This design comes from an exercise in tuning for small area and a short achievable clock period on the open sky130 flow, not from production work.
Where RTL was checked, it was by simulation tests only, not by an equivalence proof against the original.
For runs 3 and 4, only the layout was checked, not whether the RTL still works.
Power and IR drop assume default switching activity.

## flow/flow/run.sh

```bash
#!/bin/bash
set -uo pipefail
bash standard.sh synth > synth.log 2>&1 || { tail -20 synth.log; exit 1; }
bash standard.sh SETUP_SLACK_MARGIN=6.4 finish > layout.log 2>&1 || { tail -20 layout.log; exit 1; }
test -f out/final.def
```

## flow/standard.sh

```bash
#!/bin/bash
# synth_recipe.tcl (not shown) runs the flow's synth.tcl, then flattens the netlist and writes it again
# the make line also repeats each setting of config.mk as NAME=value (left out here)
make -C /OpenROAD-flow-scripts/flow DESIGN_CONFIG=/design/flow/config.mk WORK_HOME=/design/flow/orfs CLKGATE_MAP_FILE= SYNTH_SCRIPT=/design/flow/synth_recipe.tcl "${@:-finish}"
```

## flow/config.mk

```make
export PLATFORM = sky130hd
export DESIGN_NAME = BuzzerSubsystem
export DESIGN_NICKNAME = BuzzerSubsystem
export VERILOG_FILES = /design/flow/design.v
export SDC_FILE = /design/flow/constraint.sdc
export NUM_CORES = 4
export LEC_CHECK = 0
export CAP_MARGIN = 10
export CORE_MARGIN = 2
export CORE_UTILIZATION = 60
export CTS_CLUSTER_DIAMETER = 90
export CTS_CLUSTER_SIZE = 24
export GPL_TIMING_DRIVEN = 1
export SLEW_MARGIN = 10
export SYNTH_MEMORY_MAX_BITS = 16384
```

## flow/constraint.sdc

```tcl
create_clock -name core_clock -period 10.0 [get_ports {clk}]
set_input_delay 2.0000 -clock core_clock [delete_from_list [all_inputs] [get_ports {clk}]]
set_output_delay 2.0000 -clock core_clock [all_outputs]
set_load 0.01 [all_outputs]
```

## flow/design.v

```verilog
`timescale 1ns/1ns
module BuzzerSubsystem (
    input  logic                        clk,
    input  logic                        RSTn,
    input  logic                        hostCyc,
    input  logic                        hostStb,
    input  logic                        hostWe,
    input  logic [10-1:0]  hostAdr,
    input  logic [32-1:0]      hostDatW,
    output logic [32-1:0]      hostDatR,
    output logic                        hostAck,
    output logic                        pwm
);
    localparam int AW = 6;
    localparam int DW = 32;
    localparam int SW = 8;
    localparam int ND = 64;
    localparam logic [1:0] DMA_IDLE   = 2'd0;
    localparam logic [1:0] DMA_FETCH  = 2'd1;
    localparam logic [1:0] DMA_UNPACK = 2'd2;
    logic                regAck;
    logic                goReg;
    logic [AW-1:0]       startReg;
    logic [AW-1:0]       lenReg;
    logic                hostAckQ;
    logic                locked;
    logic                ownerDma;
    logic                lastDma;
    logic                ack;
    logic                dmaRd;
    logic [ND-1:0][DW-1:0] words;
    logic                wEn;
    logic [AW-1:0]       wAdr;
    logic [DW-1:0]       wDat;
    logic [1:0]          state;
    logic [AW-1:0]       curAdr;
    logic [AW-1:0]       wordsLeft;
    logic [DW-1:0]       word;
    logic [1:0]          byteIdx;
    logic [SW-1:0]       bufData;
    logic                bufValid;
    logic [SW-1:0]       duty;
    logic [SW-1:0]       cnt;
    logic                running;
    logic                pwmQ;
    assign hostAck  = hostAckQ;
    assign pwm      = pwmQ;
    logic       regSel;
    logic [1:0] regOff;
    logic       regAccess;
    logic       hbCyc, hbStb;
    assign regSel    = hostAdr[9];
    assign regOff    = hostAdr[1:0];
    assign regAccess = hostCyc && hostStb && regSel && !regAck;
    assign hbCyc     = hostCyc && !regSel;
    assign hbStb     = hostStb && !regSel;
    logic dmaCyc;
    logic holding;
    logic selDma;
    logic ramCyc, ramStb;
    logic access;
    logic hostWr;
    logic dmaAck;
    assign dmaCyc  = (state == DMA_FETCH);
    assign holding = locked && (ownerDma ? dmaCyc : hbCyc);
    always_comb begin
        if (holding) begin
            selDma = ownerDma;
        end else if (hbCyc && dmaCyc) begin
            selDma = !lastDma;
        end else begin
            selDma = dmaCyc;
        end
    end
    assign ramCyc = selDma ? dmaCyc : hbCyc;
    assign ramStb = selDma ? dmaCyc : hbStb;
    assign access = ramCyc && ramStb && !ack;
    assign hostWr = access && !selDma && hostWe;
    assign dmaAck = ack && ownerDma;
    always_ff @(posedge clk or negedge RSTn) begin
        if (!RSTn) begin
            locked   <= 1'b0;
            ownerDma <= 1'b0;
            lastDma  <= 1'b0;
            ack      <= 1'b0;
            dmaRd    <= 1'b0;
            regAck   <= 1'b0;
            hostAckQ <= 1'b0;
        end else begin
            locked   <= ramCyc;
            ownerDma <= selDma;
            if (ack) begin
                lastDma <= selDma;
            end
            ack      <= access;
            dmaRd    <= access && selDma;
            regAck   <= regAccess;
            hostAckQ <= regAccess || (access && !selDma);
        end
    end
    logic [AW-1:0] radr;
    logic [7:0]    s0;
    logic [3:0]    s1;
    logic [3:0][DW-1:0] gLo, gHi;
    logic [DW-1:0] rdLo, rdHi;
    assign radr = dmaRd ? curAdr : hostAdr[AW-1:0];
    assign s0 = '0;
    assign s1 = '0;
    assign gLo = '0;
    assign gHi = '0;
    always_comb begin
        rdLo = '0;
        rdHi = '0;
        for (int i = 0; i < 32; i++) begin
            rdLo = rdLo | ({DW{radr[4:0] == 5'(i)}} & words[i]);
            rdHi = rdHi | ({DW{radr[4:0] == 5'(i)}} & words[32+i]);
        end
    end
    always_ff @(posedge clk) begin
        wEn  <= hostWr;
        wAdr <= hostAdr[AW-1:0];
        wDat <= hostDatW;
        for (int r = 0; r < ND; r++) begin
            if (wEn && wAdr == AW'(r)) begin
                words[r] <= wDat;
            end
        end
    end
    logic [AW-1:0] regVal;
    always_comb begin
        case (regOff)
            2'd0: regVal = startReg;
            2'd1:   regVal = lenReg;
            2'd2:  regVal = AW'(state != DMA_IDLE);
            default:        regVal = '0;
        endcase
    end
    always_ff @(posedge clk or negedge RSTn) begin
        if (!RSTn) begin
            goReg    <= 1'b0;
            startReg <= '0;
            lenReg   <= '0;
        end else begin
            goReg <= regAccess && hostWe && (regOff == 2'd2) && hostDatW[0];
            if (regAccess && hostWe && regOff == 2'd0) begin
                startReg <= hostDatW[AW-1:0];
            end
            if (regAccess && hostWe && regOff == 2'd1) begin
                lenReg <= hostDatW[AW-1:0];
            end
        end
    end
    logic [DW-1:0] ramLo, ramHi;
    logic          ramHiQ;
    logic          hostLoQ, hostHiQ;
    logic [AW-1:0] regDatQ;
    always_ff @(posedge clk) begin
        ramLo   <= rdLo;
        ramHi   <= rdHi;
        ramHiQ  <= radr[AW-1];
        hostLoQ <= !regSel && !hostAdr[AW-1];
        hostHiQ <= !regSel && hostAdr[AW-1];
        regDatQ <= regSel ? regVal : '0;
    end
    always_comb begin
        hostDatR = ({DW{hostLoQ}} & ramLo) | ({DW{hostHiQ}} & ramHi);
        hostDatR[AW-1:0] = hostDatR[AW-1:0] | regDatQ;
    end
    logic sampleValid, sampleReady, take;
    logic [SW-1:0] sample;
    logic          firstQ;
    logic [DW-1:0] fetched;
    assign fetched     = ramHiQ ? ramHi : ramLo;
    assign sampleValid = (state == DMA_UNPACK);
    assign take        = sampleValid && sampleReady;
    always_comb begin
        if (firstQ) begin
            sample = fetched[SW-1:0];
        end else begin
            case (byteIdx)
                2'd0: sample = word[SW-1:0];
                2'd1: sample = word[2*SW-1:SW];
                2'd2: sample = word[3*SW-1:2*SW];
                default: sample = word[4*SW-1:3*SW];
            endcase
        end
    end
    always_ff @(posedge clk or negedge RSTn) begin
        if (!RSTn) begin
            state     <= DMA_IDLE;
            curAdr    <= '0;
            wordsLeft <= '0;
            byteIdx   <= '0;
        end else begin
            case (state)
                DMA_IDLE: begin
                    if (goReg && lenReg != '0) begin
                        curAdr    <= startReg;
                        wordsLeft <= lenReg;
                        state     <= DMA_FETCH;
                    end
                end
                DMA_FETCH: begin
                    if (dmaRd) begin
                        curAdr    <= curAdr + 1'b1;
                        wordsLeft <= wordsLeft - 1'b1;
                        byteIdx   <= '0;
                        state     <= DMA_UNPACK;
                    end
                end
                DMA_UNPACK: begin
                    if (take) begin
                        byteIdx <= byteIdx + 1'b1;
                        if (byteIdx == 2'd3) begin
                            state <= (wordsLeft == '0) ? DMA_IDLE : DMA_FETCH;
                        end
                    end
                end
                default: state <= DMA_IDLE;
            endcase
        end
    end
    always_ff @(posedge clk) begin
        firstQ <= dmaRd;
        if (firstQ) begin
            word <= fetched;
        end
    end
    logic periodEnd, newPeriod;
    logic [SW-1:0] dutyNext;
    assign sampleReady = !bufValid;
    assign periodEnd   = running && (cnt == SW'(256 - 1));
    assign newPeriod   = (!running || periodEnd) && (bufValid || take);
    assign dutyNext    = bufValid ? bufData : sample;
    always_ff @(posedge clk or negedge RSTn) begin
        if (!RSTn) begin
            running  <= 1'b0;
            cnt      <= '0;
            bufValid <= 1'b0;
            pwmQ     <= 1'b0;
        end else if (newPeriod) begin
            running  <= 1'b1;
            cnt      <= '0;
            bufValid <= 1'b0;
            pwmQ     <= (dutyNext != '0);
        end else if (periodEnd || !running) begin
            running <= 1'b0;
            pwmQ    <= 1'b0;
        end else begin
            cnt  <= cnt + 1'b1;
            pwmQ <= ((cnt + 1'b1) < duty);
            if (take) begin
                bufValid <= 1'b1;
            end
        end
    end
    always_ff @(posedge clk) begin
        if (newPeriod) begin
            duty <= dutyNext;
        end
        if (take && !newPeriod) begin
            bufData <= sample;
        end
    end
endmodule
```

==> out/qor_table.md, run 1 <==
| Quantity | Value | Unit |
|---|---|---|
| Clk sink count | 2256 | - |
| Area enclosed by the die boundary | 0.139 | mm^2 |
| Maximum fanout encountered on the critical timing path | 6 | - |
| Maximum Capacitance Violations | 0 | - |
| Power density of the placed cells | 199 | mW/mm^2 |
| Fillers | 8821 | - |
| Cell-by-cell listing of the critical path | buf_12, buf_16, a22o_4, buf_6 | - |
| Area inside the core boundary | 0.135 | mm^2 |
| Minimum hold slack | 0.470 | ns |
| Number of buffers on the longest clock path | 3 | - |
| Final Slew Violations | 0 | - |
| Vias in the first global route | 45200 | - |
| Clock tree root buffer cell | sky130_fd_sc_hd__clkbuf_16 | - |
| Drt drc | 0 | - |
| DR vias/cell | 7.51 | - |
| CP Launch Type | register | - |
| All-layer global routing usage | 41.9 | % |
| Syn Area/Cell | 18.2 | um^2 |
| Cells after synthesis | 4482 | - |
| Final-report hold violation count | 0 | - |
| Critical Path AT | 1.94 | ns |
| Share of total power consumed by net switching | 26.4 | % |
| Routability congestion estimate | 0.880 | - |
| Wire length per cell | 44.7 | um |
| Fraction of final layout cells with drive strength greater than 1 | 16.9 | % |
| Total number of nets in the final design | 4852 | - |
| Number of warnings issued by yosys | 1 | - |
| Number of synthesized register bits | 2256 | - |
| Worst setup path category | reg2out | - |
| Worst slew slack as a fraction of its limit | 11.6 | % |
| Setup repair after global routing missed its margin | true | - |
| Overall power after layout | 0.0184 | W |
| Die span in y | 373 | um |
| Required time at the worst-slack endpoint | 8.00 | ns |
| Slowest library cell on the worst path | sky130_fd_sc_hd__dfxtp_4 | - |
| Number of port buffers | 77 | - |
| Total clock buffers created by CTS | 104 | - |
| Worst-skew pair later-pin latency | 0.78 | ns |
| Ys flop type | sky130_fd_sc_hd__edfxtp_1 | - |
| Post-route clock period utilization | 39.4 | % |
| Share of the yosys chip area belonging to registers | 81.4 | % |
| CTS clock-pin slew for the worst setup and hold paths | 0.10 | ns |
| R2r endpoint | ramLo[18] | - |
| Min-delay worst type | reg2reg | - |
| Number of iterations in the first detailed-routing pass | 6 | - |
| Kind of end point of the critical path | primary output | - |
| Initial cell density of the core | 60.4 | % |
| Terminating pin of the worst hold path | ramLo[26] | - |
| Worst slack after detailed placement | 3.82 | ns |
| Number of enable-type register cells in the synthesized netlist | 2096 | - |
| H-tree Lvls | 3 | - |
| Area share of the largest cell type after synthesis | 77.2 | % |
| Clock tree from TritonCTS | yes | - |
| Outcome | no timing/DRC/antenna violations | - |
| Combinational group share of total power | 12.8 | % |
| Launch instance of the worst min-delay path | words[890] | - |
| Lkg Pwr | 29.1 | nW |
| Cells taking the most area after synthesis | sky130_fd_sc_hd__edfxtp_1 (77%), sky130_fd_sc_hd__a22oi_1 (8.7%), sky130_fd_sc_hd__dfxtp_1 (2.8%) | - |
| Remaining Overflow, GRT | 0 | - |
| Reg2Reg Launch Point | curAdr[0] | - |
| Worst reg2reg path depth | 8 | - |
| Area overhead of the layout relative to synthesis | 13.2 | % |
| Largest net degree at the start of global routing | 65 | - |
| Maximum clock frequency | 0.254 | GHz |
| Number of failing setup endpoints in the final timing report | 0 | - |
| First-pass GRT wire length | 392 | mm |
| Fin util | 68.3 | % |
| Worst reg-to-reg setup slack | 6.47 | ns |
| Antenna violations before repair | 14 | - |
| Combined area of the multi-input logic cells | 0.0153 | mm^2 |
| P_int | 0.0135 | W |
| FF/Latch Area | 0.0664 | mm^2 |
| Number of nets with antenna violations after routing | 0 | - |
| Estimated wirelength of the detail-placed design | 128 | mm |
| Sequential share of power | 60.6 | % |
| Total wirelength of the detailed-routed design | 298 | mm |
| I/O pins | 81 | - |
| Psw | 0.00487 | W |
| Most common cell after layout, fill and taps aside | sky130_fd_sc_hd__edfxtp_1 | - |
| Number of design-rule violations left by the first detailed-router iteration | 9989 | - |
| Unique masters post-synth | 76 | - |
| Worst clock skew | 0.0299 | ns |
| Delay of the slowest cell on the worst path | 0.42 | ns |
| Number of hold buffers added after CTS | 0 | - |
| Row cnt | 135 | - |
| Worst-case vdd ir drop | 0.171 | mV |
| Die outline width | 373 | um |
| Most used cells in the layout excluding fill and tap cells | sky130_fd_sc_hd__edfxtp_1 (2096), sky130_fd_sc_hd__a22oi_1 (929), sky130_fd_sc_hd__buf_4 (242) | - |
| Slew at the pin with the worst max-slew slack | 1.33 | ns |
| Via count | 50000 | - |
| Clock network fraction of total power | 26.6 | % |
| Number of nets produced by synthesis | 4544 | - |
| Post-route setup TNS | 0 | ns |
| Setup slack of the critical path after layout | 6.06 | ns |
| Post-synthesis instance area | 0.0816 | mm^2 |
| Final critical delay including setup and external delays | 3.94 | ns |
| Largest area contributor in the netlist | sky130_fd_sc_hd__edfxtp_1 | - |
| Cell count of the worst hold path | 2 | - |
| Share of synthesized registers carrying an async set or reset | 2.08 | % |
repair_timing:
item,CTS,global route
setup endpoints to repair,98,71
pin swaps,50,25
cloned,43,8
resized for setup,375,69
buffers inserted,152,53
endpoints found under the hold margin,0,0
cell type report:
cell class	count	area share, %
diodes	4	0.0108
clock buffers	187	3.20
clock inverters	6	0.0718
inverters	18	0.0732
multi-input cells	1966	16.6
flip-flops and latches	2256	72.0
well taps	1781	2.41
repair buffers	444	5.68
cells in the mapped netlist (5+ instances only):
cell type	count
sky130_fd_sc_hd__nor2_1	158
sky130_fd_sc_hd__ha_1	15
sky130_fd_sc_hd__nor3_1	24
sky130_fd_sc_hd__nor3b_1	5
sky130_fd_sc_hd__clkbuf_1	59
sky130_fd_sc_hd__mux2i_1	6
sky130_fd_sc_hd__a221o_1	9
sky130_fd_sc_hd__a22oi_1	946
sky130_fd_sc_hd__buf_2	134
sky130_fd_sc_hd__and3_1	5
sky130_fd_sc_hd__or4_1	7
sky130_fd_sc_hd__a222oi_1	7
sky130_fd_sc_hd__a211oi_1	5
sky130_fd_sc_hd__inv_1	18
sky130_fd_sc_hd__buf_6	22
sky130_fd_sc_hd__or3_1	19
sky130_fd_sc_hd__nand2b_1	6
sky130_fd_sc_hd__o22a_1	22
sky130_fd_sc_hd__dfxtp_1	113
sky130_fd_sc_hd__and3b_1	5
sky130_fd_sc_hd__o31ai_1	13
sky130_fd_sc_hd__o21ai_0	22
sky130_fd_sc_hd__nand3_1	34
sky130_fd_sc_hd__buf_4	35
sky130_fd_sc_hd__dfrtp_1	47
sky130_fd_sc_hd__and4_1	24
sky130_fd_sc_hd__a221oi_1	34
sky130_fd_sc_hd__edfxtp_1	2096
sky130_fd_sc_hd__nand2_1	133
sky130_fd_sc_hd__nor2b_1	23
sky130_fd_sc_hd__buf_1	13
sky130_fd_sc_hd__a21oi_1	31
sky130_fd_sc_hd__nor4_1	5
sky130_fd_sc_hd__mux2_2	48
sky130_fd_sc_hd__o22ai_1	5
sky130_fd_sc_hd__a22o_1	66
sky130_fd_sc_hd__nand4_1	196
per-layer routing:
metal	global-route usage, %	share of wire (%)
met5	0	0.018
met4	19.0	5.8
met3	14.1	16
met2	60.8	43
met1	58.1	35
critical path, delay by kind of cell, from the launching register on:
kind                   cells  cell delay (ns)
buffers and inverters      3             0.43
flip-flops                 1             0.42
AO/OA/AOI/OAI              1             0.32
flip-flops by register name (all words and copies together) (netlist names), 2 cells and up:
register,count
bufData,8
byteIdx,2
cnt,8
curAdr,6
duty,8
lenReg,6
ramHi,32
ramLo,32
regDatQ,6
startReg,6
state,2
wAdr,6
wDat,32
word,32
words,2048
wordsLeft,6
power groups by stage:
stage                     logic, W  clock network (W)  registers [W]
after floorplan            0.00114                  0         0.0110
after global placement     0.00184                  0         0.0113
after detailed placement   0.00186                  0         0.0113
after CTS                  0.00217            0.00487         0.0111
after global routing       0.00244            0.00518         0.0111
final                      0.00236            0.00489         0.0111
per-stage QoR:
step / cell area, um^2 / cells
6_report: 92300 / 6662
5_1_grt: 92300 / 6659
4_1_cts: 91300 / 6595
3_5_place_dp: 85000 / 6207
3_3_place_gp: 85000 / 6207
2_1_floorplan: 81900 / 4482
worst max path at each step:
stage          startpoint           end  slack (ns)  cells after the start
6_report          hostLoQ  hostDatR[23]        6.06                      4
2_1_floorplan  hostAdr[4]      ramHi[3]        6.28                     11
3_3_place_gp   hostAdr[1]     ramLo[18]        3.88                      8
5_1_grt           hostLoQ  hostDatR[22]        6.04                      3
4_1_cts           hostLoQ  hostDatR[22]        6.07                      3
3_5_place_dp   hostAdr[1]     ramHi[15]        3.82                      8
logic make-up after synthesis:
logic type               Yosys count  share of synthesized area [%]
adder cells (fa/ha/maj)           15                          0.230
XOR/XNOR                           6                         0.0644
flip-flops                      2256                           81.4
buffers and inverters            282                           1.87
AND/OR/NAND/NOR                  683                           4.55
multiplexers                      54                          0.736
AO/OA/AOI/OAI                   1186                           11.2
==> inputs of run 2 (changes only) <==
==> flow/flow/run.sh (replaced) <==
#!/bin/bash
set -uo pipefail
bash standard.sh synth > synth.log 2>&1 || { tail -20 synth.log; exit 1; }
bash standard.sh SETUP_SLACK_MARGIN=6.2 finish > layout.log 2>&1 || { tail -20 layout.log; exit 1; }
test -f out/final.def
--- a/flow/config.mk
+++ b/flow/config.mk
@@ -6,5 +6,5 @@
 export NUM_CORES = 4
 export LEC_CHECK = 0
-export CAP_MARGIN = 10
+export CAP_MARGIN = 20
 export CORE_MARGIN = 2
 export CORE_UTILIZATION = 60
@@ -12,4 +12,4 @@
 export CTS_CLUSTER_SIZE = 24
 export GPL_TIMING_DRIVEN = 1
-export SLEW_MARGIN = 10
+export SLEW_MARGIN = 20
 export SYNTH_MEMORY_MAX_BITS = 16384
==> out/qor_table.md, run 2 <==
| Quantity | Value | Unit | Change |
|---|---|---|---|
| Outcome | no timing/DRC/antenna violations | - |  |
| Estimated wirelength of the detail-placed design | 132 | mm | +3.3% |
| Number of enable-type register cells in the synthesized netlist | 2096 | - | unchanged |
| Syn Area/Cell | 18.2 | um^2 | unchanged |
| Min-delay worst type | reg2reg | - |  |
| Maximum clock frequency | 0.244 | GHz | -3.6% |
| Required time at the worst-slack endpoint | 10.69 | ns | +2.69 ns |
| Clock tree from TritonCTS | yes | - |  |
| Clock tree root buffer cell | sky130_fd_sc_hd__clkbuf_16 | - |  |
| Share of the yosys chip area belonging to registers | 81.4 | % | unchanged |
| Ys flop type | sky130_fd_sc_hd__edfxtp_1 | - |  |
| Final Slew Violations | 0 | - | unchanged |
| Area enclosed by the die boundary | 0.139 | mm^2 | unchanged |
| Vias in the first global route | 44300 | - | -2.0% |
| Worst-skew pair later-pin latency | 0.77 | ns | about the same |
| Post-synthesis instance area | 0.0816 | mm^2 | unchanged |
| Fillers | 9252 | - | +4.9% |
| Worst setup path category | in2reg | - |  |
| Number of failing setup endpoints in the final timing report | 0 | - | unchanged |
| CP Launch Type | input pin | - |  |
| Layout Cell Area excl Fill | 0.0900 | mm^2 | -2.4% |
| Delay of the slowest cell on the worst path | 0.85 | ns | +0.43 ns |
| Total number of nets in the final design | 4728 | - | -2.6% |
| Number of buffers on the longest clock path | 3 | - | unchanged |
| Routability congestion estimate | 0.867 | - | -1.4% |
| Cells after synthesis | 4482 | - | unchanged |
| Combined area of the multi-input logic cells | 0.0150 | mm^2 | -1.8% |
| Total clock buffers created by CTS | 103 | - | -0.96% |
| H-tree Lvls | 3 | - | unchanged |
| Most used cells in the layout excluding fill and tap cells | sky130_fd_sc_hd__edfxtp_1 (2096), sky130_fd_sc_hd__a22oi_1 (946), sky130_fd_sc_hd__nand4_1 (196) | - |  |
| Number of warnings issued by yosys | 1 | - | unchanged |
| Number of iterations in the first detailed-routing pass | 9 | - | +3 |
| Lkg Pwr | 28.0 | nW | -3.7% |
| Total wirelength of the detailed-routed design | 285 | mm | -4.3% |
| Number of port buffers | 77 | - | unchanged |
| Minimum hold slack | 0.479 | ns | +0.00858 ns |
| Post-route setup TNS | 0 | ns | unchanged |
| Post-route clock period utilization | 40.9 | % | +1.5 points |
| Initial cell density of the core | 60.4 | % | unchanged |
| Setup repair after global routing missed its margin | true | - |  |
| Wire length per cell | 43.6 | um | -2.5% |
| Drt drc | 0 | - | unchanged |
| Final-report hold violation count | 0 | - | unchanged |
| Overall power after layout | 0.0182 | W | -0.98% |
| Area inside the core boundary | 0.135 | mm^2 | unchanged |
| Row cnt | 135 | - | unchanged |
| Unique masters post-synth | 76 | - | unchanged |
| Number of nets with antenna violations after routing | 0 | - | unchanged |
| Number of hold buffers added after CTS | 0 | - | unchanged |
| Number of design-rule violations left by the first detailed-router iteration | 9111 | - | -8.8% |
| Maximum fanout encountered on the critical timing path | 11 | - | +5 |
| Number of flip-flops under the largest register name | 2048 | - | unchanged |
| Die span in y | 373 | um | unchanged |
| All-layer global routing usage | 40.2 | % | -1.7 points |
| Die outline width | 373 | um | unchanged |
| Area overhead of the layout relative to synthesis | 10.4 | % |  |
| Worst-case vdd ir drop | 0.153 | mV | -11% |
| Share of synthesized registers carrying an async set or reset | 2.08 | % | unchanged |
| Slew at the pin with the worst max-slew slack | 1.19 | ns | -0.141 ns |
| Top cells by count, synth | sky130_fd_sc_hd__edfxtp_1 (2096), sky130_fd_sc_hd__a22oi_1 (946), sky130_fd_sc_hd__nand4_1 (196) | - |  |
| Remaining Overflow, GRT | 0 | - | unchanged |
| Number of nets produced by synthesis | 4544 | - | unchanged |
| Maximum Capacitance Violations | 0 | - | unchanged |
| Area share of the largest cell type after synthesis | 77.2 | % | unchanged |
| Largest net degree at the start of global routing | 65 | - | unchanged |
| Slowest library cell on the worst path | sky130_fd_sc_hd__o22a_2 | - |  |
| DP Cell Count | 6215 | - | +0.13% |
| First-pass GRT wire length | 378 | mm | -3.5% |
| Cells taking the most area after synthesis | sky130_fd_sc_hd__edfxtp_1 (77%), sky130_fd_sc_hd__a22oi_1 (8.7%), sky130_fd_sc_hd__dfxtp_1 (2.8%) | - |  |
| Top-count cell post-synth | sky130_fd_sc_hd__edfxtp_1 | - |  |
| CTS clock-pin slew for the worst setup and hold paths | 0.10 | ns | about the same |
| Number of synthesized register bits | 2256 | - | unchanged |
| Area of placed instances | 0.0849 | mm^2 | about the same |
| Most common cell after layout, fill and taps aside | sky130_fd_sc_hd__edfxtp_1 | - |  |
| Critical path's most frequent cell | sky130_fd_sc_hd__buf_4 | - |  |
| Clk sink count | 2256 | - | unchanged |
| FF/Latch Area | 0.0665 | mm^2 | +0.11% |
| Cell-by-cell listing of the critical path | buf_4, nor3b_4, buf_4, buf_4, o22a_2, a22oi_1, nand4_1, nor2_1, nand4_1 | - |  |
| Number of standard cells in the layout, taps in and fillers out | 6543 | - | -1.8% |
| Family with the most delay on the worst path | compound AO/OA/AOI/OAI gates | - |  |
| I/O pins | 81 | - | unchanged |
| Worst slew slack as a fraction of its limit | 21.0 | % | +9.4 points |
| Antenna violations before repair | 17 | - | +3 |
| Largest area contributor in the netlist | sky130_fd_sc_hd__edfxtp_1 | - |  |
| DR vias/cell | 7.46 | - | -0.64% |
| Kind of end point of the critical path | register | - |  |
| Power density of the placed cells | 202 | mW/mm^2 | +1.5% |
| Via count | 48800 | - | -2.4% |
| Fraction of final layout cells with drive strength greater than 1 | 14.4 | % | -2.5 points |
| Final critical delay including setup and external delays | 4.09 | ns | +0.149 ns |
| Worst clock skew | 0.0316 | ns | +0.00178 ns |
| Worst Path Buf+Inv | 3 | - | unchanged |
| Register with the highest flop count | words | - |  |
| Critical Path AT | 4.78 | ns | +2.84 ns |
run 2: cell count changes in the layout (fill, tap and decap cells not counted), sizes merged, moves of 2 or more:
cell,delta
bufbuf,-11
diode,+8
clkdlybuf4s50,+2
buf,-115
clkbuf,+4
dlygate4sd2,-4
run 2: path summary, 6_finish.rpt:
path | from | endpoint | slack (ns) | cells after the start
worst max-delay path | hostAdr[2] | ramHi[31] | 5.91 | 9
worst min-delay path | words[1893] | ramHi[5] | 0.48 | 2
worst max register to register | dmaRd | ramHi[5] | 6.33 | 9
worst min register to register | words[1893] | ramHi[5] | 0.48 | 2
max in group asynchronous | RSTn | cnt[7] | 8.21 | 2
min in group asynchronous | RSTn | byteIdx[0] | 1.36 | 2
run 2: worst min-delay path: stages, from the launching register on:
cell	delay (ns)
sky130_fd_sc_hd__edfxtp_1	0.33
sky130_fd_sc_hd__a22oi_1	0.06
sky130_fd_sc_hd__nand4_1	0.06
run 2: kinds of logic (layout without fill, tap and decap cells):
group	Yosys count	in the layout	synth area share, %
DFF	2256	2256	81.4
AOI/OAI and AO/OA	1186	1207	11.2
and+or+nand+nor	683	683	4.55
buffers and inverters	282	529	1.87
muxes	54	54	0.736
adders and majority gates	15	15	0.230
xor gates and xnor gates	6	6	0.0644
other	0	12	0
run 2: power by group:
part | switching, W | leakage, nW | total [W] | internal (W)
Clock | 0.00285 | 1.40 | 0.00484 | 0.00199
Combinational | 0.00139 | 6.16 | 0.00216 | 0.000767
Sequential | 0.000606 | 20.4 | 0.0112 | 0.0106
run 2: layer usage:
layer  global-route usage (%)  vias up  routed length, um
li1                         -    19000                  -
met1                     56.8    25200             103000
met2                     59.9     3907             126000
met3                     10.8      698              40700
met4                     17.1       16              15400
met5                        0        -                201
run 2: through the flow:
step                worst slack [ns]  utilization, %
floorplan                       6.20               -
global placement                3.85            62.8
finish                          5.91            66.6
CTS                             6.08            66.4
detailed placement              3.75            62.8
global route                    6.11            66.6
run 2: layout make-up:
| cell class | count | area share (%) |
|---|---|---|
| antenna | 12 | 0.0333 |
| clock buffer | 186 | 3.23 |
| clock inverter | 3 | 0.0500 |
| inverter | 18 | 0.0750 |
| multi-input combinational | 1965 | 16.7 |
| sequential | 2256 | 73.9 |
| tap | 1781 | 2.47 |
| timing repair buffer | 322 | 3.59 |
run 2: timing repair:
action | CTS | global route
endpoints found under the setup margin | 96 | 58
buffers inserted | 84 | 9
pin swaps | 26 | 10
cloned | 26 | 7
gates resized for setup | 304 | 43
==> inputs of run 3 (changes only) <==
--- a/flow/design.v
+++ b/flow/design.v
@@ -100,19 +100,16 @@
     end
     logic [AW-1:0] radr;
-    logic [7:0]    s0;
-    logic [3:0]    s1;
-    logic [3:0][DW-1:0] gLo, gHi;
+    logic [ND-1:0] rsel;
     logic [DW-1:0] rdLo, rdHi;
     assign radr = dmaRd ? curAdr : hostAdr[AW-1:0];
-    assign s0 = '0;
-    assign s1 = '0;
-    assign gLo = '0;
-    assign gHi = '0;
-    always_comb begin
+    always_comb begin
+        for (int r = 0; r < ND; r++) begin
+            rsel[r] = (radr == AW'(r));
+        end
         rdLo = '0;
         rdHi = '0;
-        for (int i = 0; i < 32; i++) begin
-            rdLo = rdLo | ({DW{radr[4:0] == 5'(i)}} & words[i]);
-            rdHi = rdHi | ({DW{radr[4:0] == 5'(i)}} & words[32+i]);
+        for (int i = 0; i < ND/2; i++) begin
+            rdLo = rdLo | ({DW{rsel[i]}} & words[i]);
+            rdHi = rdHi | ({DW{rsel[ND/2+i]}} & words[ND/2+i]);
         end
     end
@@ -152,17 +149,16 @@
     end
     logic [DW-1:0] ramLo, ramHi;
+    logic [AW-1:0] regDatQ;
+    logic          hostRamQ;
     logic          ramHiQ;
-    logic          hostLoQ, hostHiQ;
-    logic [AW-1:0] regDatQ;
     always_ff @(posedge clk) begin
         ramLo   <= rdLo;
         ramHi   <= rdHi;
-        ramHiQ  <= radr[AW-1];
-        hostLoQ <= !regSel && !hostAdr[AW-1];
-        hostHiQ <= !regSel && hostAdr[AW-1];
         regDatQ <= regSel ? regVal : '0;
-    end
-    always_comb begin
-        hostDatR = ({DW{hostLoQ}} & ramLo) | ({DW{hostHiQ}} & ramHi);
+        hostRamQ <= !regSel;
+        ramHiQ   <= radr[AW-1];
+    end
+    always_comb begin
+        hostDatR = (ramLo | ramHi) & {DW{hostRamQ}};
         hostDatR[AW-1:0] = hostDatR[AW-1:0] | regDatQ;
     end
==> flow/flow/run.sh (replaced) <==
#!/bin/bash
set -uo pipefail
bash standard.sh synth > synth.log 2>&1 || { tail -20 synth.log; exit 1; }
bash standard.sh SETUP_SLACK_MARGIN=6.4 finish > layout.log 2>&1 || { tail -20 layout.log; exit 1; }
test -f out/final.def
--- a/flow/config.mk
+++ b/flow/config.mk
@@ -8,5 +8,5 @@
 export CAP_MARGIN = 20
 export CORE_MARGIN = 2
-export CORE_UTILIZATION = 60
+export CORE_UTILIZATION = 55
 export CTS_CLUSTER_DIAMETER = 90
 export CTS_CLUSTER_SIZE = 24
==> out/qor_table.md, run 3 <==
| Quantity | Value | Unit | Change |
|---|---|---|---|
| Outcome | no timing/DRC/antenna violations | - |  |
| Clk sink count | 2255 | - | -0.044% |
| DR vias/cell | 7.51 | - | +0.70% |
| Maximum clock frequency | 0.258 | GHz | +5.6% |
| Number of warnings issued by yosys | 1 | - | unchanged |
| CTS clock-pin slew for the worst setup and hold paths | 0.10 | ns | about the same |
| Vias in the first global route | 44900 | - | +1.2% |
| Syn Area/Cell | 18.6 | um^2 | +2.0% |
| Area share of fa/ha/maj cells after synthesis | 0.215 | % | -0.015 points |
| Top cells by count, synth | sky130_fd_sc_hd__edfxtp_1 (2096), sky130_fd_sc_hd__a22oi_1 (650), sky130_fd_sc_hd__nand3_1 (205) | - |  |
| P_int | 0.0134 | W | +0.52% |
| Post-route clock period utilization | 38.7 | % | -2.2 points |
| Area overhead of the layout relative to synthesis | 16.6 | % |  |
| Post-synthesis instance area | 0.0813 | mm^2 | -0.30% |
| Setup repair after global routing missed its margin | true | - |  |
| Cells after synthesis | 4380 | - | -2.3% |
| Largest area contributor in the netlist | sky130_fd_sc_hd__edfxtp_1 | - |  |
| Area share of the largest cell type after synthesis | 77.4 | % | +0.23 points |
| Die span in y | 389 | um | +4.2% |
| Drt drc | 0 | - | unchanged |
| Number of synthesized register bits | 2255 | - | -0.044% |
| Estimated wirelength of the detail-placed design | 125 | mm | -5.5% |
| Area inside the core boundary | 0.147 | mm^2 | +9.0% |
| Clock network fraction of total power | 27.6 | % | +1.0 points |
| Xor and xnor fraction of the mapped netlist area | 0.0646 | % | +0.00019 points |
| Row cnt | 141 | - | +4.4% |
| Initial cell density of the core | 55.2 | % | -5.2 points |
| CP Launch Type | register | - |  |
| Slowest library cell on the worst path | sky130_fd_sc_hd__dfxtp_4 | - |  |
| Required time at the worst-slack endpoint | 8.00 | ns | -2.69 ns |
| Register with the highest flop count | words | - |  |
| Number of iterations in the first detailed-routing pass | 14 | - | +5 |
| Mux share of post-synthesis cell area | 0.751 | % | +0.014 points |
| Most used cells in the layout excluding fill and tap cells | sky130_fd_sc_hd__edfxtp_1 (2096), sky130_fd_sc_hd__a22oi_1 (573), sky130_fd_sc_hd__buf_4 (324) | - |  |
| Number of design-rule violations left by the first detailed-router iteration | 11400 | - | +25% |
| Remaining Overflow, GRT | 0 | - | unchanged |
| Worst Path Buf+Inv | 3 | - | unchanged |
| Family with the most delay on the worst path | buffers and inverters | - |  |
| Maximum Capacitance Violations | 0 | - | unchanged |
| Final Slew Violations | 0 | - | unchanged |
| Routability congestion estimate | 0.846 | - | -2.5% |
| Ys flop type | sky130_fd_sc_hd__edfxtp_1 | - |  |
| Critical Path AT | 1.87 | ns | -2.91 ns |
| H-tree Lvls | 3 | - | unchanged |
| Fin util | 64.4 | % | -2.3 points |
| Total clock buffers created by CTS | 105 | - | +1.9% |
| Share of the yosys chip area belonging to registers | 81.6 | % | +0.22 points |
| I/O pins | 81 | - | unchanged |
| Sequential share of power | 61.0 | % | -0.6 points |
| Clock tree root buffer cell | sky130_fd_sc_hd__clkbuf_16 | - |  |
| Share of total power consumed by net switching | 25.3 | % | -1.3 points |
| Top-count cell post-synth | sky130_fd_sc_hd__edfxtp_1 | - |  |
| Number of nets with antenna violations after routing | 0 | - | unchanged |
| Number of flip-flops under the largest register name | 2048 | - | unchanged |
| Fraction of final layout cells with drive strength greater than 1 | 22.7 | % | +8.3 points |
| Min-delay worst type | reg2reg | - |  |
| Total wirelength of the detailed-routed design | 310 | mm | +8.8% |
| Unique masters post-synth | 55 | - | -28% |
| Minimum hold slack | 0.441 | ns | -0.0372 ns |
| Final critical delay including setup and external delays | 3.87 | ns | -0.219 ns |
| Antenna violations before repair | 15 | - | -2 |
| Number of enable-type register cells in the synthesized netlist | 2096 | - | unchanged |
| Number of port buffers | 77 | - | unchanged |
| Delay of the slowest cell on the worst path | 0.40 | ns | -0.45 ns |
| Worst setup path category | reg2out | - |  |
| Lkg Pwr | 30.5 | nW | +9.2% |
| Simple-gate area share of the yosys netlist | 3.68 | % | -0.87 points |
| Clock tree from TritonCTS | yes | - |  |
| Post-route setup TNS | 0 | ns | unchanged |
| Cells taking the most area after synthesis | sky130_fd_sc_hd__edfxtp_1 (77%), sky130_fd_sc_hd__a22oi_1 (6.0%), sky130_fd_sc_hd__dfxtp_1 (2.8%) | - |  |
| Number of failing setup endpoints in the final timing report | 0 | - | unchanged |
| Area enclosed by the die boundary | 0.151 | mm^2 | +8.7% |
| Via count | 51500 | - | +5.5% |
| Number of nets produced by synthesis | 4441 | - | -2.3% |
| Combinational group share of total power | 11.4 | % | -0.4 points |
| Slew at the pin with the worst max-slew slack | 1.20 | ns | +0.0109 ns |
| Number of hold buffers added after CTS | 0 | - | unchanged |
| Worst slew slack as a fraction of its limit | 20.3 | % | -0.73 points |
| Total number of nets in the final design | 4896 | - | +3.6% |
| Overall power after layout | 0.0180 | W | -1.2% |
| Largest family of logic cells by synthesized area | compound AO/OA/AOI/OAI gates | - |  |
| Most common cell after layout, fill and taps aside | sky130_fd_sc_hd__edfxtp_1 | - |  |
| Worst-skew pair later-pin latency | 0.78 | ns | about the same |
| Wire length per cell | 45.3 | um | +3.9% |
| Psw | 0.00455 | W | -6.1% |
| Final-report hold violation count | 0 | - | unchanged |
| Power density of the placed cells | 190 | mW/mm^2 | -6.2% |
| Share of synthesized registers carrying an async set or reset | 2.08 | % | about the same |
| Maximum fanout encountered on the critical timing path | 8 | - | -3 |
| Die outline width | 389 | um | +4.2% |
| Area fraction in compound gates after synthesis | 11.9 | % | +0.71 points |
| All-layer global routing usage | 38.0 | % | -2.2 points |
| First-pass GRT wire length | 387 | mm | +2.4% |
| Kind of end point of the critical path | primary output | - |  |
| Cell-by-cell listing of the critical path | buf_8, buf_16, o21a_1, buf_2 | - |  |
| Number of buffers on the longest clock path | 3 | - | unchanged |
| Largest net degree at the start of global routing | 65 | - | unchanged |
| Worst clock skew | 0.0330 | ns | +0.00140 ns |
| Worst-case vdd ir drop | 0.145 | mV | -4.9% |
==> run 3: cell types whose count changed after synthesis, moves of 23 or more <==
| cell | previous run | this run |
|---|---|---|
| sky130_fd_sc_hd__a221oi_1 | 34 | 193 |
| sky130_fd_sc_hd__a222oi_1 | 7 | 70 |
| sky130_fd_sc_hd__a22o_1 | 66 | 192 |
| sky130_fd_sc_hd__a22oi_1 | 946 | 650 |
| sky130_fd_sc_hd__and4_1 | 24 | 0 |
| sky130_fd_sc_hd__buf_2 | 134 | 111 |
| sky130_fd_sc_hd__buf_4 | 35 | 60 |
| sky130_fd_sc_hd__nand2_1 | 133 | 33 |
| sky130_fd_sc_hd__nand3_1 | 34 | 205 |
| sky130_fd_sc_hd__nand4_1 | 196 | 70 |
| sky130_fd_sc_hd__nor2_1 | 158 | 98 |
| sky130_fd_sc_hd__o21a_1 | 0 | 26 |
| sky130_fd_sc_hd__or4_1 | 7 | 63 |
==> run 3: power by group through the flow <==
stage | clock (W) | combinational, W | sequential [W]
final | 0.00497 | 0.00205 | 0.0110
after CTS | 0.00495 | 0.00177 | 0.0110
after global placement | 0 | 0.00155 | 0.0111
after floorplan | 0 | 0.000894 | 0.0109
after global routing | 0.00522 | 0.00208 | 0.0110
after detailed placement | 0 | 0.00155 | 0.0111
==> run 3: worst paths after layout <==
check | startpoint | end | slack [ns] | depth (start not counted)
max reg2reg | dmaRd | ramHi[11] | 6.34 | 9
min in group asynchronous | RSTn | wordsLeft[1] | 1.32 | 2
max in group asynchronous | RSTn | dmaRd | 8.21 | 2
max | hostRamQ | hostDatR[25] | 6.13 | 4
min reg2reg | regAck | regAck | 0.44 | 1
min | regAck | regAck | 0.44 | 1
==> run 3: per-stage QoR <==
stage | worst slack, ns | area, um^2 | std cells
after global placement | 4.12 | 85300 | 6292
after floorplan | 6.08 | 82000 | 4380
after global routing | 6.11 | 94800 | 6849
final | 6.13 | 94800 | 6855
after CTS | 6.14 | 91500 | 6672
after detailed placement | 4.15 | 85300 | 6292
==> run 3: cell families after synthesis <==
logic type / count (synthesis)
flops: 2255
compound gates: 1215
simple gates: 552
buf+inv: 283
mux: 55
fa+ha+maj: 14
xor+xnor: 6
==> run 3: repair_timing <==
item | in CTS | in global routing
hold endpoints to repair | 0 | 0
cloned | 35 | 38
setup buffers | 154 | 139
pin swaps | 46 | 133
endpoints found under the setup margin | 98 | 101
resized for setup | 458 | 274
==> run 3: layout make-up <==
cell class,instances,area [um^2]
antenna,6,15.0
clock buffer,183,2970
clock inverter,8,91.3
fill,10000,52500
inverter,22,82.6
multi-input combinational,1850,15600
sequential,2255,66500
tap,1930,2410
timing repair buffer,601,7130
==> run 3: layer usage <==
layer  global-route usage, %  part of all wire, %
met5                       0                0.063
met2                    54.9                   43
met4                    13.7                  4.5
met3                    10.7                   17
met1                    55.5                   36
==> inputs of run 4 (changes only) <==
==> flow/flow/run.sh (replaced) <==
#!/bin/bash
set -uo pipefail
bash standard.sh synth > synth.log 2>&1 || { tail -20 synth.log; exit 1; }
bash standard.sh SETUP_SLACK_MARGIN=6.45 IO_CONSTRAINTS=$PWD/flow/io.tcl finish > layout.log 2>&1 || { tail -20 layout.log; exit 1; }
test -f out/final.def
==> flow/flow/io.tcl (new file) <==
# Keep the host read-data outputs (and the other host-side ports) together
# on one edge, so the output gates and the nets that feed all of them stay
# short.
set outs {hostAck pwm}
for {set i 0} {$i < 32} {incr i} { lappend outs "hostDatR\[$i\]" }
set_io_pin_constraint -pin_names $outs -region right:130-250
set ins {hostCyc hostStb hostWe}
for {set i 0} {$i < 10} {incr i} { lappend ins "hostAdr\[$i\]" }
set_io_pin_constraint -pin_names $ins -region right:*
==> out/qor_table.md, run 4 <==
| Quantity | Value | Unit | Change |
|---|---|---|---|
| Outcome | no timing/DRC/antenna violations | - |  |
| Worst reg2reg path depth | 7 | - | -2 |
| Area enclosed by the die boundary | 0.151 | mm^2 | unchanged |
| Total number of nets in the final design | 4923 | - | +0.55% |
| Clock tree from TritonCTS | yes | - |  |
| Die span in y | 389 | um | unchanged |
| Number of iterations in the first detailed-routing pass | 12 | - | -2 |
| Number of warnings issued by yosys | 1 | - | unchanged |
| Most common cell after layout, fill and taps aside | sky130_fd_sc_hd__edfxtp_1 | - |  |
| Number of buffers on the longest clock path | 3 | - | unchanged |
| Worst reg-to-reg setup slack | 6.35 | ns | about the same |
| Vias in the first global route | 45400 | - | +1.1% |
| Initial cell density of the core | 55.2 | % | unchanged |
| Min-delay worst type | reg2reg | - |  |
| Area share of fa/ha/maj cells after synthesis | 0.215 | % | unchanged |
| Area inside the core boundary | 0.147 | mm^2 | unchanged |
| Number of hold buffers added after CTS | 0 | - | unchanged |
| Worst clock skew | 0.0413 | ns | +0.00831 ns |
| Die outline width | 389 | um | unchanged |
| Setup repair after global routing missed its margin | true | - |  |
| Setup slack of the critical path after layout | 6.13 | ns | +0.00699 ns |
| Family with the most delay on the worst path | buffers and inverters | - |  |
| All-layer global routing usage | 39.1 | % | +1.1 points |
| Worst-skew pair later-pin latency | 0.77 | ns | about the same |
| Share of the yosys chip area belonging to registers | 81.6 | % | unchanged |
| Simple-gate area share of the yosys netlist | 3.68 | % | unchanged |
| Number of nets produced by synthesis | 4441 | - | unchanged |
| Post-route setup TNS | 0 | ns | unchanged |
| Clk sink count | 2255 | - | unchanged |
| Slew at the pin with the worst max-slew slack | 1.20 | ns | +0.00199 ns |
| Worst Path Buf+Inv | 3 | - | unchanged |
| Logic depth of the worst path, buffers included | 4 | - | unchanged |
| Worst setup path category | reg2out | - |  |
| Number of design-rule violations left by the first detailed-router iteration | 12600 | - | +11% |
| Number of failing setup endpoints in the final timing report | 0 | - | unchanged |
| Number of port buffers | 77 | - | unchanged |
| Cell count of the worst hold path | 1 | - | unchanged |
| First-pass GRT wire length | 397 | mm | +2.5% |
| Post-route clock period utilization | 38.7 | % | -0.070 points |
| Fin util | 65.2 | % | +0.84 points |
| Critical Path AT | 1.87 | ns | about the same |
| Worst slack after detailed placement | 4.10 | ns | -0.0519 ns |
| Total clock buffers created by CTS | 104 | - | -0.95% |
| Crit path launch | hostRamQ | - |  |
| Xor and xnor fraction of the mapped netlist area | 0.0646 | % | unchanged |
| Syn Area/Cell | 18.6 | um^2 | unchanged |
| Remaining Overflow, GRT | 0 | - | unchanged |
| Crit path to | hostDatR[16] | - |  |
| Final-report hold violation count | 0 | - | unchanged |
| Mux share of post-synthesis cell area | 0.751 | % | unchanged |
| Worst-case vdd ir drop | 0.152 | mV | +4.5% |
| Number of synthesized register bits | 2255 | - | unchanged |
| H-tree Lvls | 3 | - | unchanged |
| Most used cells in the layout excluding fill and tap cells | sky130_fd_sc_hd__edfxtp_1 (2096), sky130_fd_sc_hd__a22oi_1 (552), sky130_fd_sc_hd__buf_4 (312) | - |  |
| Number of nets with antenna violations after routing | 0 | - | unchanged |
| Clock tree root buffer cell | sky130_fd_sc_hd__clkbuf_16 | - |  |
| Top-count cell post-synth | sky130_fd_sc_hd__edfxtp_1 | - |  |
| Minimum hold slack | 0.482 | ns | +0.0402 ns |
| Largest family of logic cells by synthesized area | compound AO/OA/AOI/OAI gates | - |  |
| Cells after synthesis | 4380 | - | unchanged |
| Overall power after layout | 0.0181 | W | +0.36% |
| Final critical delay including setup and external delays | 3.87 | ns | -0.00699 ns |
| Drt drc | 0 | - | unchanged |
| Lkg Pwr | 31.0 | nW | +1.4% |
| Routability congestion estimate | 0.886 | - | +4.7% |
| Register with the highest flop count | words | - |  |
| Largest area contributor in the netlist | sky130_fd_sc_hd__edfxtp_1 | - |  |
| Area overhead of the layout relative to synthesis | 18.1 | % |  |
| R2r endpoint | ramLo[14] | - |  |
| Largest net degree at the start of global routing | 65 | - | unchanged |
| Antenna violations before repair | 13 | - | -2 |
| Via count | 52100 | - | +1.2% |
| Slowest library cell on the worst path | sky130_fd_sc_hd__dfxtp_4 | - |  |
| Number of flip-flops under the largest register name | 2048 | - | unchanged |
| Cells taking the most area after synthesis | sky130_fd_sc_hd__edfxtp_1 (77%), sky130_fd_sc_hd__a22oi_1 (6.0%), sky130_fd_sc_hd__dfxtp_1 (2.8%) | - |  |
| Share of synthesized registers carrying an async set or reset | 2.08 | % | unchanged |
| Post-synthesis instance area | 0.0813 | mm^2 | unchanged |
| Unique masters post-synth | 55 | - | unchanged |
| Fillers | 9762 | - | -2.6% |
| CTS clock-pin slew for the worst setup and hold paths | 0.10 | ns | about the same |
| Cell-by-cell listing of the critical path | buf_12, buf_8, o21a_4, buf_6 | - |  |
| Kind of end point of the critical path | primary output | - |  |
| I/O pins | 81 | - | unchanged |
| Required time at the worst-slack endpoint | 8.00 | ns | about the same |
| Maximum Capacitance Violations | 0 | - | unchanged |
| DR vias/cell | 7.57 | - | +0.80% |
| Ys flop type | sky130_fd_sc_hd__edfxtp_1 | - |  |
| Number of enable-type register cells in the synthesized netlist | 2096 | - | unchanged |
| CP Launch Type | register | - |  |
| Reg2Reg Launch Point | dmaRd | - |  |
| Final Slew Violations | 0 | - | unchanged |
| Row cnt | 141 | - | unchanged |
| Worst slew slack as a fraction of its limit | 20.1 | % | -0.13 points |
| Power density of the placed cells | 188 | mW/mm^2 | -0.93% |
| Total wirelength of the detailed-routed design | 318 | mm | +2.4% |
| Top cells by count, synth | sky130_fd_sc_hd__edfxtp_1 (2096), sky130_fd_sc_hd__a22oi_1 (650), sky130_fd_sc_hd__nand3_1 (205) | - |  |
| Delay of the slowest cell on the worst path | 0.42 | ns | +0.02 ns |
| Fraction of final layout cells with drive strength greater than 1 | 24.2 | % | +1.5 points |
| Wire length per cell | 46.2 | um | +2.0% |
| Estimated wirelength of the detail-placed design | 128 | mm | +2.5% |
| Area share of the largest cell type after synthesis | 77.4 | % | unchanged |
| Maximum fanout encountered on the critical timing path | 7 | - | -1 |
| Area fraction in compound gates after synthesis | 11.9 | % | unchanged |
| Maximum clock frequency | 0.259 | GHz | +0.18% |
[run 4: cell counts after synthesis]
Identical to the previous run, type by type.
[run 4: how the worst min path moves through the flow]
| stage | from | endpoint | slack [ns] |
|---|---|---|---|
| floorplan | regAck | regAck | 0.40 |
| global placement | regAck | regAck | 0.42 |
| detailed placement | regAck | regAck | 0.46 |
| CTS | regAck | regAck | 0.47 |
| global route | regAck | regAck | 0.50 |
| finish | regAck | regAck | 0.48 |
[run 4: through the flow]
stage	area, um^2	instances
3_5_place_dp	85300	6291
5_1_grt	96100	6878
6_report	96100	6884
3_3_place_gp	85200	6290
2_1_floorplan	82000	4380
4_1_cts	92500	6698
[run 4: area by class of cell]
type / instances / area [um^2] / area share, %
sequential: 2255 / 66500 / 69.2
tap: 1930 / 2410 / 2.51
timing repair buffer: 632 / 8040 / 8.37
clock buffer: 186 / 2970 / 3.10
antenna: 6 / 15.0 / 0.0156
multi-input combinational: 1847 / 16000 / 16.6
clock inverter: 6 / 65.1 / 0.0677
inverter: 22 / 82.6 / 0.0860
[run 4: kinds of logic after synthesis]
| group | after synthesis |
|---|---|
| xor+xnor | 6 |
| mux | 55 |
| fa+ha+maj | 14 |
| flops | 2255 |
| buf+inv | 283 |
| compound gates | 1215 |
| simple gates | 552 |
[run 4: timing repair]
item	CTS	global route
pin swaps	61	229
setup buffers	175	144
cloned	40	36
endpoints found under the hold margin	0	0
gates resized for setup	555	322
endpoints found under the setup margin	104	96
[run 4: routing by layer]
metal  global-route usage (%)  wire [um]  part of all wire (%)  up-vias
met5                        0         91                 0.029        -
li1                         -          -                     -    19400
met1                     56.7     112000                    35    26700
met2                     56.1     133000                    42     5105
met4                     14.6      16000                   5.0       12
met3                     11.9      56800                    18      882
[run 4: where the power goes]
| part | internal, W | leakage (nW) | switching [W] |
|---|---|---|---|
| clock network | 0.00204 | 1.44 | 0.00291 |
| logic | 0.000868 | 9.11 | 0.00121 |
| registers | 0.0106 | 20.4 | 0.000462 |
==> inputs of run 5 (changes only) <==
--- a/flow/design.v
+++ b/flow/design.v
@@ -99,17 +99,21 @@
         end
     end
+    localparam int NL = DW / SW;    
     logic [AW-1:0] radr;
-    logic [ND-1:0] rsel;
     logic [DW-1:0] rdLo, rdHi;
     assign radr = dmaRd ? curAdr : hostAdr[AW-1:0];
     always_comb begin
-        for (int r = 0; r < ND; r++) begin
-            rsel[r] = (radr == AW'(r));
-        end
         rdLo = '0;
         rdHi = '0;
-        for (int i = 0; i < ND/2; i++) begin
-            rdLo = rdLo | ({DW{rsel[i]}} & words[i]);
-            rdHi = rdHi | ({DW{rsel[ND/2+i]}} & words[ND/2+i]);
+        for (int g = 0; g < NL; g++) begin
+            for (int r = 0; r < ND; r++) begin
+                if (r[AW-1-g]) begin
+                    rdHi[SW*g +: SW] = rdHi[SW*g +: SW]
+                        | ({SW{((radr ^ AW'(r)) & ~(AW'(1) << (AW-1-g))) == '0}} & words[r][SW*g +: SW]);
+                end else begin
+                    rdLo[SW*g +: SW] = rdLo[SW*g +: SW]
+                        | ({SW{((radr ^ AW'(r)) & ~(AW'(1) << (AW-1-g))) == '0}} & words[r][SW*g +: SW]);
+                end
+            end
         end
     end
@@ -149,16 +153,22 @@
     end
     logic [DW-1:0] ramLo, ramHi;
+    logic [NL-1:0] ramHiQ;
+    logic [NL-1:0] hostLoQ, hostHiQ;
     logic [AW-1:0] regDatQ;
-    logic          hostRamQ;
-    logic          ramHiQ;
     always_ff @(posedge clk) begin
         ramLo   <= rdLo;
         ramHi   <= rdHi;
+        for (int g = 0; g < NL; g++) begin
+            ramHiQ[g]  <= radr[AW-1-g];
+            hostLoQ[g] <= !regSel && !hostAdr[AW-1-g];
+            hostHiQ[g] <= !regSel && hostAdr[AW-1-g];
+        end
         regDatQ <= regSel ? regVal : '0;
-        hostRamQ <= !regSel;
-        ramHiQ   <= radr[AW-1];
-    end
-    always_comb begin
-        hostDatR = (ramLo | ramHi) & {DW{hostRamQ}};
+    end
+    always_comb begin
+        for (int g = 0; g < NL; g++) begin
+            hostDatR[SW*g +: SW] = ({SW{hostLoQ[g]}} & ramLo[SW*g +: SW])
+                                 | ({SW{hostHiQ[g]}} & ramHi[SW*g +: SW]);
+        end
         hostDatR[AW-1:0] = hostDatR[AW-1:0] | regDatQ;
     end
@@ -167,5 +177,9 @@
     logic          firstQ;
     logic [DW-1:0] fetched;
-    assign fetched     = ramHiQ ? ramHi : ramLo;
+    always_comb begin
+        for (int g = 0; g < NL; g++) begin
+            fetched[SW*g +: SW] = ramHiQ[g] ? ramHi[SW*g +: SW] : ramLo[SW*g +: SW];
+        end
+    end
     assign sampleValid = (state == DMA_UNPACK);
     assign take        = sampleValid && sampleReady;
==> flow/flow/run.sh (replaced) <==
#!/bin/bash
set -uo pipefail
bash standard.sh synth > synth.log 2>&1 || { tail -20 synth.log; exit 1; }
bash standard.sh SETUP_SLACK_MARGIN=6.3 IO_CONSTRAINTS=$PWD/flow/io.tcl finish > layout.log 2>&1 || { tail -20 layout.log; exit 1; }
test -f out/final.def
--- a/flow/config.mk
+++ b/flow/config.mk
@@ -8,5 +8,5 @@
 export CAP_MARGIN = 20
 export CORE_MARGIN = 2
-export CORE_UTILIZATION = 55
+export CORE_UTILIZATION = 60
 export CTS_CLUSTER_DIAMETER = 90
 export CTS_CLUSTER_SIZE = 24
==> out/qor_table.md, run 5 <==
| Quantity | Value | Unit | Change |
|---|---|---|---|
| Worst reg-to-reg setup slack | 6.39 | ns | +0.04 ns |
| Cell count of the worst hold path | 2 | - | +1 |
| Final-report hold violation count | 0 | - | unchanged |
| Maximum Capacitance Violations | 0 | - | unchanged |
| Via count | 50400 | - | -3.2% |
| Number of buffers on the longest clock path | 3 | - | unchanged |
| Number of design-rule violations left by the first detailed-router iteration | 9828 | - | -22% |
| Cells taking the most area after synthesis | sky130_fd_sc_hd__edfxtp_1 (76%), sky130_fd_sc_hd__a22oi_1 (7.8%), sky130_fd_sc_hd__dfxtp_1 (3.0%) | - |  |
| Worst clock skew | 0.0353 | ns | -0.00601 ns |
| Fraction of final layout cells with drive strength greater than 1 | 17.5 | % | -6.6 points |
| Slew at the pin with the worst max-slew slack | 1.23 | ns | +0.0326 ns |
| Antenna violations before repair | 8 | - | -5 |
| R2r endpoint | ramHi[28] | - |  |
| Power density of the placed cells | 201 | mW/mm^2 | +7.0% |
| Routability congestion estimate | 0.877 | - | -1.0% |
| Required time at the worst-slack endpoint | 8.00 | ns | about the same |
| Post-route setup TNS | 0 | ns | unchanged |
| Setup repair after global routing missed its margin | true | - |  |
| Layout Cell Area excl Fill | 0.0922 | mm^2 | -4.1% |
| Number of nets with antenna violations after routing | 0 | - | unchanged |
| CP Launch Type | register | - |  |
| Top cells by count, synth | sky130_fd_sc_hd__edfxtp_1 (2096), sky130_fd_sc_hd__a22oi_1 (858), sky130_fd_sc_hd__nand2_1 (174) | - |  |
| Launch instance of the worst min-delay path | words[1841] | - |  |
| Row cnt | 136 | - | -3.5% |
| Post-synthesis instance area | 0.0825 | mm^2 | +1.4% |
| Critical Path AT | 1.74 | ns | -0.13 ns |
| Fillers | 9162 | - | -6.1% |
| Total number of nets in the final design | 4894 | - | -0.59% |
| Number of nets produced by synthesis | 4625 | - | +4.1% |
| Area enclosed by the die boundary | 0.140 | mm^2 | -7.0% |
| FF/Latch Area | 0.0667 | mm^2 | +0.34% |
| Lkg Pwr | 29.0 | nW | -6.4% |
| Worst setup path category | reg2out | - |  |
| Min-delay worst type | reg2reg | - |  |
| Most used cells in the layout excluding fill and tap cells | sky130_fd_sc_hd__edfxtp_1 (2096), sky130_fd_sc_hd__a22oi_1 (778), sky130_fd_sc_hd__buf_4 (223) | - |  |
| Area overhead of the layout relative to synthesis | 11.8 | % |  |
| Area inside the core boundary | 0.137 | mm^2 | -7.0% |
| Total wirelength of the detailed-routed design | 290 | mm | -8.9% |
| Clock tree root buffer cell | sky130_fd_sc_hd__clkbuf_16 | - |  |
| Final Slew Violations | 0 | - | unchanged |
| Initial cell density of the core | 60.2 | % | +5.0 points |
| Number of failing setup endpoints in the final timing report | 0 | - | unchanged |
| Worst-skew pair later-pin latency | 0.78 | ns | about the same |
| Area of placed instances | 0.0871 | mm^2 | +2.2% |
| Outcome | no timing/DRC/antenna violations | - |  |
| H-tree Lvls | 3 | - | unchanged |
| Reg2Reg Launch Point | dmaRd | - |  |
| Number of port buffers | 77 | - | unchanged |
| Die outline width | 375 | um | -3.6% |
| Number of iterations in the first detailed-routing pass | 12 | - | unchanged |
| All-layer global routing usage | 40.8 | % | +1.8 points |
| Die span in y | 375 | um | -3.6% |
| Worst reg2reg path depth | 8 | - | +1 |
| Post-route clock period utilization | 37.4 | % | -1.2 points |
| Clock tree from TritonCTS | yes | - |  |
| Final critical delay including setup and external delays | 3.74 | ns | -0.124 ns |
| Ys flop type | sky130_fd_sc_hd__edfxtp_1 | - |  |
| Number of enable-type register cells in the synthesized netlist | 2096 | - | unchanged |
| Fin util | 67.3 | % | +2.1 points |
| Top-count cell post-synth | sky130_fd_sc_hd__edfxtp_1 | - |  |
| Estimated wirelength of the detail-placed design | 156 | mm | +22% |
| Remaining Overflow, GRT | 0 | - | unchanged |
| CTS clock-pin slew for the worst setup and hold paths | 0.09 | ns | about the same |
| Share of synthesized registers carrying an async set or reset | 2.08 | % | -0.0092 points |
| Maximum fanout encountered on the critical timing path | 6 | - | -1 |
| DR vias/cell | 7.51 | - | -0.80% |
| Number of warnings issued by yosys | 1 | - | unchanged |
| Minimum hold slack | 0.458 | ns | -0.0241 ns |
| Vias in the first global route | 46000 | - | +1.3% |
| Kind of end point of the critical path | primary output | - |  |
| Most common cell after layout, fill and taps aside | sky130_fd_sc_hd__edfxtp_1 | - |  |
| Syn Area/Cell | 18.1 | um^2 | -2.7% |
| Unique masters post-synth | 68 | - | +24% |
| First-pass GRT wire length | 387 | mm | -2.4% |
| Area share of the largest cell type after synthesis | 76.3 | % | -1.1 points |
| Register with the highest flop count | words | - |  |
| Clk sink count | 2265 | - | +0.44% |
| Wire length per cell | 43.1 | um | -6.6% |
| Number of standard cells in the layout, taps in and fillers out | 6714 | - | -2.5% |
| Number of synthesized register bits | 2265 | - | +0.44% |
| Total clock buffers created by CTS | 104 | - | unchanged |
| Worst slew slack as a fraction of its limit | 17.8 | % | -2.4 points |
| Share of the yosys chip area belonging to registers | 80.7 | % | -0.88 points |
| Largest area contributor in the netlist | sky130_fd_sc_hd__edfxtp_1 | - |  |
| Largest net degree at the start of global routing | 87 | - | +34% |
| DP Cell Count | 6420 | - | +2.1% |
| Drt drc | 0 | - | unchanged |
| Combined area of the multi-input logic cells | 0.0162 | mm^2 | +1.5% |
| Cells after synthesis | 4563 | - | +4.2% |
| Worst-case vdd ir drop | 0.189 | mV | +25% |
| Maximum clock frequency | 0.267 | GHz | +3.3% |
| I/O pins | 81 | - | unchanged |
| Terminating pin of the worst hold path | ramHi[17] | - |  |
| Number of flip-flops under the largest register name | 2048 | - | unchanged |
-- run 5: layout make-up --
type | count | share of cell area (%)
antenna | 2 | 0.00543
clock buffer | 187 | 3.23
clock inverter | 5 | 0.0516
inverter | 23 | 0.0991
multi-input combinational | 2048 | 17.6
sequential | 2265 | 72.4
tap | 1794 | 2.44
timing repair buffer | 390 | 4.18
-- run 5: kinds of logic after synthesis --
group	count (synthesis)	synth area share, %
flops	2265	80.7
compound gates	1245	12.0
simple gates	714	4.78
buf+inv	254	1.36
mux	64	0.877
fa+ha+maj	15	0.228
xor+xnor	6	0.0637
-- run 5: power by group --
| group | internal [W] | switching [W] | total [W] |
|---|---|---|---|
| sequential | 0.0107 | 0.000469 | 0.0112 |
| clock | 0.00204 | 0.00288 | 0.00492 |
| combinational | 0.000919 | 0.00154 | 0.00246 |
-- run 5: timing repair --
action,4_1_cts,5_1_grt
pin swaps,59,26
hold buffers,0,0
gates cloned,9,1
setup buffers,71,16
setup endpoints to repair,96,47
resized for setup,351,53
-- run 5: layer usage --
layer | vias up | wire [um] | global-route usage, %
li1 | 19600 | - | -
met5 | - | 155 | 0.480
met2 | 4105 | 129000 | 60.9
met4 | 11 | 12900 | 15.4
met3 | 675 | 42900 | 12.8
met1 | 26000 | 105000 | 57.1
-- run 5: critical path, stage by stage, from the launching register on --
cell and delay [ns]:
sky130_fd_sc_hd__dfxtp_4 0.39, sky130_fd_sc_hd__buf_6 0.13, sky130_fd_sc_hd__a22o_4 0.30, sky130_fd_sc_hd__buf_6 0.14
-- run 5: worst max-delay path by stage --
stage          startpoint      endpoint  slack, ns  cells past startpoint
3_3_place_gp   hostAdr[0]     ramHi[22]       4.37                      9
5_1_grt        hostAdr[1]      ramLo[7]       6.23                      9
3_5_place_dp   hostAdr[0]     ramHi[22]       4.39                      9
4_1_cts        hostLoQ[0]   hostDatR[4]       6.20                      2
2_1_floorplan  hostAdr[1]     ramHi[26]       6.17                      9
6_report       hostLoQ[2]  hostDatR[18]       6.26                      3
-- run 5: through the flow --
| step | setup WS [ns] | power (W) |
|---|---|---|
| after global placement | 4.37 | 0.0135 |
| after detailed placement | 4.39 | 0.0135 |
| after global routing | 6.23 | 0.0189 |
| after CTS | 6.20 | 0.0184 |
| after floorplan | 6.17 | 0.0124 |
| final | 6.26 | 0.0185 |

static timing again, ports no longer ideal:
In the flow no input, the clock included, has a driving cell. The finished layouts below were timed again as built, in two steps.
Step 1, drivers: a clkbuf_16 drives clk and a buf_2 each remaining input, both assumed.
Step 2 adds t to the input delays and takes it off the output delays; t is the mean of the earliest and latest rising clock arrival at the registers after step 1. Input paths then give back, and output paths get back, about the clock's delay inside the block.
Three values: ideal ports, drivers, drivers and shift; two values: the first two.
run | t, ns | slack for setup (ns) | hold WS [ns] | worst setup path after step 2 | cell pins on the clock port's net
run 1 | 0.851 | 6.056 / 5.967 / 5.503 | 0.470 / 0.470 / 0.470 | input to register | 1
run 2 | 0.845 | 5.907 / 5.970 / 5.124 | 0.479 / 0.479 / 0.479 | input to register | 1
run 3 | 0.845 | 6.126 / 6.042 / 5.419 | 0.441 / 0.441 / 0.441 | input to register | 1
run 4 | 0.843 | 6.133 / 6.043 / 5.385 | 0.482 / 0.482 / 0.482 | input to register | 1
run 5 | 0.854 | 6.257 / 6.164 / 5.402 | 0.458 / 0.458 / 0.458 | input to register | 1
After both steps setup and hold are still met in every run listed. For run 5, which loses most, drivers alone change the setup slack by -0.093 ns; drivers and shift together by -0.855 ns.
